What follows belongs to an exercise in optimizing a design on an open flow for small area, a short achievable clock period and few clock cycles per item; a production flow would make more cautious choices.
RTL that was checked went through simulation tests only; none was proved equivalent to the original.
Power and IR drop assume default switching activity.

Design snn_layer, start of the top module:
module snn_layer #(
  parameter int N_NEURONS  = snn_pkg::SNN_N_NEURONS,
  parameter int N_INPUTS   = snn_pkg::SNN_N_INPUTS,
  parameter int W_WIDTH    = snn_pkg::SNN_W_WIDTH,
  parameter int POT_WIDTH  = snn_pkg::SNN_POT_WIDTH,
  parameter int LEAK_SHIFT = snn_pkg::SNN_LEAK_SHIFT
) (
  input  logic                                   clock,
  input  logic                                   reset_n,
  input  logic                                   in_valid,
  output logic                                   in_ready,
  input  logic [$clog2(N_INPUTS)-1:0]            in_addr,
  input  logic                                   wr_en,
  input  logic [$clog2(N_INPUTS*N_NEURONS)-1:0]  wr_addr,
  input  logic [W_WIDTH-1:0]                     wr_data,
  input  logic [POT_WIDTH-1:0]                   threshold,
  input  logic                                   leak_tick,
  output logic                                   out_valid,
  input  logic                                   out_ready,
  output logic [$clog2(N_NEURONS)-1:0]           out_addr,
  output logic                                   busy
);
==> flow/config.mk <==
export PLATFORM = sky130hd
export DESIGN_NAME = snn_layer
export DESIGN_NICKNAME = snn_layer
export VERILOG_FILES = /design/flow/design.v
export SDC_FILE = /design/flow/constraint.sdc
export NUM_CORES = 4
export LEC_CHECK = 0
export CAP_MARGIN = 20
export CORE_MARGIN = 2
export CORE_UTILIZATION = 50
export CTS_BUF_LIST = sky130_fd_sc_hd__clkbuf_8
export PLACE_DENSITY = 0.65
export SLEW_MARGIN = 20
==> flow/constraint.sdc <==
create_clock -name core_clock -period 10.0 [get_ports {clock}]
set_input_delay 2.0000 -clock core_clock [delete_from_list [all_inputs] [get_ports {clock}]]
set_output_delay 2.0000 -clock core_clock [all_outputs]
set_load 0.01 [all_outputs]
standard.sh (not shown) runs the stock make flow with config.mk's settings and CLKGATE_MAP_FILE= SYNTH_SCRIPT=/design/flow/synth_recipe.tcl, a recipe that flattens the netlist after the stock synthesis.
==> flow/flow/run.sh <==
#!/bin/bash
set -euo pipefail
bash standard.sh SETUP_SLACK_MARGIN=7 TNS_END_PERCENT=0 MATCH_CELL_FOOTPRINT=0 finish > standard_flow.log 2>&1
Edit:
--- a/flow/design.v
+++ b/flow/design.v
@@ -177,17 +177,17 @@
     assign a_s   = {{2{pot_s[P-1]}}, pot_s};
     assign x_s   = {(P+2){lp_q}} & ~{{(S+2){pot_s[P-1]}}, pot_s[P-1:S]};
     assign wx_s  = {{(P+2-W){w_s[W-1]}}, w_s};
     assign t_s   = {{2{thr_q[P-1]}}, thr_q};
     assign s1_s  = a_s ^ x_s ^ wx_s;
     assign c1_s  = {((a_s & x_s) | (a_s & wx_s) | (x_s & wx_s)), lp_q};
     assign u_s   = s1_s[P:0] + c1_s[P:0];
     assign ovn_s = !lp_q && w_s[W-1] && (pot_s[P-1:W-1] == {1'b1, {(P-W){1'b0}}}) && u_s[W-1];
-    assign d_s   = a_s + wx_s + t_s + (P+2)'(1) + x_s + (P+2)'(lp_q);
+    assign d_s   = s1_s + c1_s + t_s + (P+2)'(1);
     assign fire_s[k] = r_v_q && (!d_s[P+1] || thr_min_s);
     assign pr_d[k]   = {u_s[P-1] || ovn_s, u_s[P-2:0]};
     assign zl_d[k]   = fire_s[k] || ovn_s;
   end
   logic                 q_ne_s, fm_ne_s, push_s, avail_s;
   logic [N_NEURONS-1:0] q_head_s, src_s, src_rest_s, rest_rest_s, rest_d;
   logic [AW_N-1:0]      src_idx_s, rest_idx_s, out_addr_d;
   logic                 out_valid_d, pop_s, fm_v_d;
@@ -260,22 +260,25 @@
       s0_sel_q    <= '0;
       s0_v_q      <= 1'b0;
       s0_lk_q     <= 1'b0;
       r_w_q       <= '0;
       r_v_q       <= 1'b0;
       r_lk_q      <= 1'b0;
       lp_q        <= 1'b0;
       fm_v_q      <= 1'b0;
-      fm_q        <= '1;
-      zl_q        <= '1;
+      fm_q        <= '0;
+      zl_q        <= '0;
       wp_q        <= QD'(1);
       rp_q        <= QD'(1);
       qn_q        <= '0;
       rest_q      <= '0;
+      for (int i = 0; i < N_NEURONS; i++) begin
+        pr_q[i] <= '0;
+      end
     end else begin
       in_ready_q  <= in_ready_d;
       out_valid_q <= out_valid_d;
       out_addr_q  <= out_addr_d;
       s0_sel_q    <= s0_sel_d;
       s0_v_q      <= s0_v_d;
       s0_lk_q     <= s0_lk_d;
       r_w_q       <= row_s;
@@ -284,23 +287,23 @@
       lp_q        <= r_lk_q;
       fm_v_q      <= fm_v_d;
       fm_q        <= fire_s;
       zl_q        <= zl_d;
       wp_q        <= wp_d;
       rp_q        <= rp_d;
       qn_q        <= qn_d;
       rest_q      <= rest_d;
+      for (int i = 0; i < N_NEURONS; i++) begin
+        pr_q[i] <= pr_d[i];
+      end
     end
   end
   always_ff @(posedge clock) begin
     busy_q <= busy_d;
-    for (int i = 0; i < N_NEURONS; i++) begin
-      pr_q[i] <= pr_d[i];
-    end
     thr_q <= ~threshold;
     for (int i = 0; i < QD; i++) begin
       if (push_s && wp_q[i]) begin
         q_q[i] <= fm_q;
       end
     end
   end
   assign in_ready  = in_ready_q;
What happened: Global-route usage rose by 0.75 points. Clock skew fell by 13 ps. Maximum frequency fell by 3.7%. Worst setup slack got worse by 150 ps. Non-clock buffer count fell by 47. Die area fell by 1.8%. Wire length fell by 0.81%. Area after synthesis fell by 1.8%. Power rose by 1.4%. Sequential share of layout area rose by 2.2 points. Design area fell by 2.5%.
No run of this note included a check of the RTL's function; only the layout flow was run.

* * *

Setup of before:
Another version of the RTL of snn_layer (not shown whole).
Size: ~8300 cells after synthesis, ~2700 flip-flops, about 49 I/O pins, about 0.11 mm^2 of cells after synthesis.
==> flow/design.v (excerpt) <==
module snn_layer #(
  parameter int N_NEURONS  = snn_pkg::SNN_N_NEURONS,
  parameter int N_INPUTS   = snn_pkg::SNN_N_INPUTS,
  parameter int W_WIDTH    = snn_pkg::SNN_W_WIDTH,
  parameter int POT_WIDTH  = snn_pkg::SNN_POT_WIDTH,
  parameter int LEAK_SHIFT = snn_pkg::SNN_LEAK_SHIFT
) (
  input  logic                                   clock,
  input  logic                                   reset_n,
  input  logic                                   in_valid,
  output logic                                   in_ready,
  input  logic [$clog2(N_INPUTS)-1:0]            in_addr,
  input  logic                                   wr_en,
  input  logic [$clog2(N_INPUTS*N_NEURONS)-1:0]  wr_addr,
  input  logic [W_WIDTH-1:0]                     wr_data,
  input  logic [POT_WIDTH-1:0]                   threshold,
  input  logic                                   leak_tick,
  output logic                                   out_valid,
  input  logic                                   out_ready,
  output logic [$clog2(N_NEURONS)-1:0]           out_addr,
  output logic                                   busy
);
Settings: LEC_CHECK=0, CAP_MARGIN=20, CORE_MARGIN=2, CORE_UTILIZATION=50, CTS_BUF_LIST=sky130_fd_sc_hd__clkbuf_8, PLACE_DENSITY=0.65, SLEW_MARGIN=20; clock period 10.0 ns.
Scripts as last shown in full above: flow/flow/run.sh
Testbench counts of before, summed over its fixed seeds: cycles 2,116, events 1,920.
Here is what was changed in the inputs of after compared with before.
--- a/flow/design.v
+++ b/flow/design.v
@@ -109,36 +109,36 @@
   logic [N_NEURONS*W-1:0] r_w_q;
   logic                   r_v_q, r_lk_q;
   logic                   lp_q;                 
   logic [P-1:0]           pr_q [N_NEURONS];       
   logic [N_NEURONS-1:0]   fm_q;                   
   logic [N_NEURONS-1:0]   zl_q;                   
   logic                   fm_v_q;
   logic [N_NEURONS-1:0]   q_q [QD];
   logic [QD-1:0]          wp_q, rp_q;           
   logic [CW-1:0]          qn_q;                 
   logic [N_NEURONS-1:0]   rest_q;               
   logic                   acc_s, hold_s, lk_in_s;
-  logic [AW_IN-1:0]       base_s, pos_in_s;
+  logic [AW_IN-1:0]       base_s;
   logic                   wr_pend_s, wr_pend_d;
   logic [N_INPUTS-1:0]    sel_in_s;
   logic [N_INPUTS-1:0]    s0_sel_d;
   logic                   s0_v_d, s0_lk_d;
   assign lk_in_s = leak_tick;
   assign acc_s  = in_valid && in_ready_q;
   assign hold_s = s0_v_q && wr_pend_s;
-  assign pos_in_s = in_addr - base_s - AW_IN'(1);
   always_comb begin
-    sel_in_s = '0;
-    sel_in_s[pos_in_s] = acc_s;
+    for (int p = 0; p < N_INPUTS; p++) begin
+      sel_in_s[p] = acc_s && (in_addr == AW_IN'(base_s + AW_IN'(p + 1)));
+    end
   end
   assign s0_sel_d = hold_s ? {s0_sel_q[0], s0_sel_q[N_INPUTS-1:1]} : sel_in_s;
   assign s0_v_d   = hold_s ? 1'b1     : acc_s;
   assign s0_lk_d  = hold_s ? s0_lk_q  : lk_in_s;
   logic [N_INPUTS-1:0]    rd_sel_s;
   logic [N_NEURONS*W-1:0] row_s;
   logic                   r_v_d, r_lk_d;
   assign rd_sel_s = s0_sel_q & {N_INPUTS{!wr_pend_s}};
   assign r_v_d    = s0_v_q && !wr_pend_s;
   assign r_lk_d   = s0_lk_q && !hold_s;
   snn_weight_ram #(
     .N_ROWS (N_INPUTS),
@@ -240,27 +240,32 @@
   assign pop_s       = out_ready ? pop_c[1]  : pop_c[0];
   assign push_s = fm_ne_s;
   assign wp_d   = push_s ? {wp_q[QD-2:0], wp_q[QD-1]} : wp_q;
   assign rp_d   = pop_s  ? {rp_q[QD-2:0], rp_q[QD-1]} : rp_q;
   assign m_s    = qn_q + CW'(push_s);
   assign qn_d   = m_s - CW'(pop_s);
   assign fm_v_d = r_v_q;
   assign k_s = m_s + CW'(r_v_d) + CW'(r_v_q);
   assign ir_c[0][0] = (k_s < CW'(QD));
   assign ir_c[0][1] = (k_s < CW'(QD + 1));
   assign ir_c[1][0] = (k_s < CW'(QD - 1));
   assign ir_c[1][1] = (k_s < CW'(QD));
-  assign in_ready_d = ir_c[s0_v_d][pop_s] && !wr_pend_d;
-  assign busy_d     = wr_pend_d || s0_v_d || r_v_d || fm_v_d || out_valid_d
-                   || (pop_s ? (m_s > CW'(1)) : (m_s != '0));
+  logic bq_c [2];
+  logic ir_o [2];
+  assign bq_c[0] = ov_c[0] || (pop_c[0] ? (m_s > CW'(1)) : (m_s != '0));
+  assign bq_c[1] = ov_c[1] || (pop_c[1] ? (m_s > CW'(1)) : (m_s != '0));
+  assign ir_o[0] = s0_v_d ? ir_c[1][pop_c[0]] : ir_c[0][pop_c[0]];
+  assign ir_o[1] = s0_v_d ? ir_c[1][pop_c[1]] : ir_c[0][pop_c[1]];
+  assign in_ready_d = (out_ready ? ir_o[1] : ir_o[0]) && !wr_pend_d;
+  assign busy_d     = wr_pend_d || s0_v_d || r_v_d || fm_v_d || (out_ready ? bq_c[1] : bq_c[0]);
   always_ff @(posedge clock or negedge reset_n) begin
     if (!reset_n) begin
       in_ready_q  <= 1'b1;
       out_valid_q <= 1'b0;
       out_addr_q  <= '0;
       s0_sel_q    <= '0;
       s0_v_q      <= 1'b0;
       s0_lk_q     <= 1'b0;
       r_w_q       <= '0;
       r_v_q       <= 1'b0;
       r_lk_q      <= 1'b0;
       lp_q        <= 1'b0;
Notes after the runs:
- after vs before: non-clock buffer contribution to total cell area down
- Detailed placement HPWL | after above before
- There was hardly any difference in mapped cell area between after and before.
- Diff after..before | wire length | negligible
- Taking before as the reference point, the global routing usage on met3 of after rises by 0.42 points.
- Against before as the reference, after delivers a higher synthesized cell count.
- after and before ended up with roughly the same die area.
- In the reports for after and before, the larger maximum ir drop on the vdd rail belongs to before.
- Sort after and before by proportion of total power due to net switching, ascending, and after comes first.
- after reports a lower total power than before does.
- Net switching power down 5.1% in after wrt before
For after, only the layout was checked, not whether the RTL still works.

==> what the ideal ports hide <==
The flow's constraints put no driver on any port. The routed layouts listed below were extracted and timed again, unchanged, in two steps. Step 1 (the two cells are an assumption about what drives the block):
set clk [get_ports {clock}]
set_driving_cell -lib_cell sky130_fd_sc_hd__clkbuf_16 $clk
set_driving_cell -lib_cell sky130_fd_sc_hd__buf_2 [delete_from_list [all_inputs] $clk]
Step 2, shift: input delay + t, output delay - t, t = (earliest + latest rising clock arrival at the registers) / 2. This alone moves slack from input paths to output paths. Slacks: ideal ports / drivers / drivers and shift; pairs: ideal ports / drivers.
| run | t, ns | slack for setup (ns) | hold WS [ns] | worst setup path at the end | clock arrival spread, ns |
|---|---|---|---|---|---|
| the first run of note 1 | 1.146 | 6.202 / 6.155 / 5.240 | 0.285 / 0.285 / 0.285 | input to register | 0.128 / 0.127 |
| the second run of note 1 | 1.131 | 6.056 / 6.056 / 5.536 | 0.303 / 0.303 / 0.303 | input to register | 0.111 / 0.112 |
| before | 1.139 | 6.283 / 6.222 / 5.542 | 0.287 / 0.287 / 0.287 | input to register | 0.123 / 0.123 |
| after | 1.136 | 6.086 / 6.086 / 5.265 | 0.289 / 0.289 / 0.289 | input to register | 0.119 / 0.119 |
After both steps every run listed still meets setup and hold. The setup slack of the first run of note 1, which loses most, moves by -0.047 ns with the drivers and by -0.962 ns with both steps.
